Source: an optimization exercise on an open RTL-to-GDS flow (aim: small area, a short achievable clock period and few clock cycles per item). Production flows keep margins and buffers that such runs may drop.
Function was checked by simulation only, so behaviour that the tests miss may differ from the original.
Power and IR drop assume default switching activity.

## jet_region_cut
module jet_region_cut (
  input  logic        clk,
  input  logic        rst_n,
  input  logic        in_valid,
  output logic        in_ready,
  input  logic [56:0] in_data,
  output logic        out_valid,
  input  logic        out_ready,
  output logic [21:0] out_data,
  input  logic        psel,
  input  logic        penable,
  input  logic        pwrite,
  input  logic [5:0]  paddr,
  input  logic [63:0] pwdata,
  output logic [63:0] prdata,
  output logic        pready
);
  jrc_pkg::jrc_in_t  in_s;
  jrc_pkg::jrc_out_t out_s;
  assign in_s     = in_data;
  assign out_data = out_s;
  fuzzy_jet_region_cut_unit u_unit (
    .clk       (clk),
    .rst_n     (rst_n),
    .in_valid  (in_valid),
    .in_ready  (in_ready),
    .in_data   (in_s),
    .out_valid (out_valid),
    .out_ready (out_ready),
    .out_data  (out_s),
    .psel      (psel),
    .penable   (penable),
    .pwrite    (pwrite),
    .paddr     (paddr),
    .pwdata    (pwdata),
    .prdata    (prdata),
    .pready    (pready)
  );
endmodule
==> flow/config.mk <==
export PLATFORM = sky130hd
export DESIGN_NAME = jet_region_cut
export DESIGN_NICKNAME = jet_region_cut
export VERILOG_FILES = /design/flow/design.v
export SDC_FILE = /design/flow/constraint.sdc
export NUM_CORES = 4
export LEC_CHECK = 0
export ABC_AREA = 1
export CAP_MARGIN = 20
export CORE_MARGIN = 2
export CORE_UTILIZATION = 40
export CTS_BUF_LIST = sky130_fd_sc_hd__clkbuf_8
export CTS_CLUSTER_SIZE = 30
export SLEW_MARGIN = 20
==> flow/constraint.sdc <==
create_clock -name core_clock -period 12.5 [get_ports {clk}]
set_input_delay 2.5000 -clock core_clock [delete_from_list [all_inputs] [get_ports {clk}]]
set_output_delay 2.5000 -clock core_clock [all_outputs]
set_load 0.01 [all_outputs]
standard.sh (not shown) runs the stock make flow with config.mk's settings and CLKGATE_MAP_FILE= SYNTH_SCRIPT=/design/flow/synth_recipe.tcl, a recipe that flattens the netlist after the stock synthesis.
==> flow/flow/run.sh <==
#!/bin/bash
# The standard layout (standard.sh: the standard synthesis, floorplan, placement,
# CTS, routing and finish) with two changes:
#  - ORFS's timing repair aims 6 ns under the clock period, not at most 5 ns;
#  - every input and output port still gets its own buffer (buffer_ports), but the
#    buffer is sky130_fd_sc_hd__buf_1 instead of the clkdlybuf4s50_1 it picks itself.
# The full make output goes to standard_flow.log here; ORFS's own logs are under orfs/logs.
set -euo pipefail
bash standard.sh SETUP_SLACK_MARGIN=6 "BUFFER_PORTS_ARGS=-buffer_cell sky130_fd_sc_hd__buf_1" finish > standard_flow.log 2>&1
Testbench counts at the start, summed over its fixed seeds: cycles 9,448, items 7,756.
==> next run, changes <==
==> flow/flow/run.sh (replaced) <==
#!/bin/bash
set -euo pipefail
bash standard.sh SETUP_SLACK_MARGIN=6 finish > standard_flow.log 2>&1
CORE_UTILIZATION = 55   (was 40)
CTS_BUF_LIST = unset   (was sky130_fd_sc_hd__clkbuf_8)
CTS_CLUSTER_SIZE = unset   (was 30)
What happened: Clock-buffer cell count is lower by 22. Setup slack is better by 0.071 ns. Global-route usage increases by 12 points. Wire length shrinks slightly. Utilization climbs by 20 points.
==> next run, changes <==
==> flow/flow/run.sh (replaced) <==
#!/bin/bash
# The standard layout (standard.sh: the standard synthesis, floorplan, placement,
# CTS, routing and finish) with two changes:
#  - ORFS's timing repair aims 6 ns under the clock period, not at most 5 ns;
#  - the buffers ABC put in the synthesized netlist are removed at floorplan
#    (REMOVE_ABC_BUFFERS=1), leaving buffering to the resizer;
#  - every input and output port still gets its own buffer (buffer_ports), but the
#    buffer is sky130_fd_sc_hd__buf_2 instead of the clkdlybuf4s50_1 it picks itself.
# The full make output goes to standard_flow.log here; ORFS's own logs are under orfs/logs.
set -euo pipefail
bash standard.sh SETUP_SLACK_MARGIN=6 REMOVE_ABC_BUFFERS=1 "BUFFER_PORTS_ARGS=-buffer_cell sky130_fd_sc_hd__buf_2" finish > standard_flow.log 2>&1
CORE_UTILIZATION = 40   (was 55)
CTS_BUF_LIST = sky130_fd_sc_hd__clkbuf_8   (was unset)
CTS_CLUSTER_SIZE = 30   (was unset)
What happened: Area after synthesis is unchanged. Utilization falls by 19 points. Cell area falls by about 2%. Setup slack barely changes. Non-clock buffer count falls by 1. Cell count rises by about 6%. Power falls by about 1%. Wire length rises by about 0.53%. Global-route usage falls by 11 points.
==> next run, changes <==
--- a/flow/flow/run.sh
+++ b/flow/flow/run.sh
@@ -4 +4 @@
-#  - ORFS's timing repair aims 6 ns under the clock period, not at most 5 ns;
+#  - ORFS's timing repair aims 6.3 ns under the clock period, not at most 5 ns;
@@ -11 +11 @@
-bash standard.sh SETUP_SLACK_MARGIN=6 REMOVE_ABC_BUFFERS=1 "BUFFER_PORTS_ARGS=-buffer_cell sky130_fd_sc_hd__buf_2" finish > standard_flow.log 2>&1
+bash standard.sh SETUP_SLACK_MARGIN=6.3 REMOVE_ABC_BUFFERS=1 "BUFFER_PORTS_ARGS=-buffer_cell sky130_fd_sc_hd__buf_2" finish > standard_flow.log 2>&1
The changed run finished clean.
Global-route usage increases by 0.63 points.
Via count increases slightly.
Maximum frequency increases slightly.
Count of clock-buffer cells in the layout does not change.

re-timing with driven ports:
How much do the figures lean on ideal ports? The routed layouts below were timed once more, with nothing changed but the port constraints.
Step 1 sets driving cells, clkbuf_16 on the clock port and buf_2 on the other inputs (assumed; they add their load-dependent delay and slew).
Step 2 adds t to the input delays and takes it off the output delays; t is the mean of the earliest and latest rising clock arrival at the registers after step 1. Input paths then give back, and output paths get back, about the clock's delay inside the block.
a / b / c = ideal ports / drivers / drivers and shift; a / b = the first two.
run	t (ns)	setup WS [ns]	hold WS [ns]	slew at the worst register clock pin (ns)	pins driven straight from the clock port
the first run	0.726	5.901 / 5.841 / 5.841	0.450 / 0.450 / 0.450	0.07 / 0.07	1
the second run	0.667	5.972 / 5.945 / 5.945	0.446 / 0.446 / 0.446	0.07 / 0.07	1
the third run	0.724	5.972 / 5.903 / 5.903	0.444 / 0.444 / 0.444	0.08 / 0.08	1
the fourth run	0.728	6.061 / 6.014 / 6.014	0.444 / 0.444 / 0.444	0.08 / 0.08	1
After both steps every run listed still meets setup and hold. The setup slack of the third run, which loses most, moves by -0.069 ns with the drivers and by -0.069 ns with both steps.
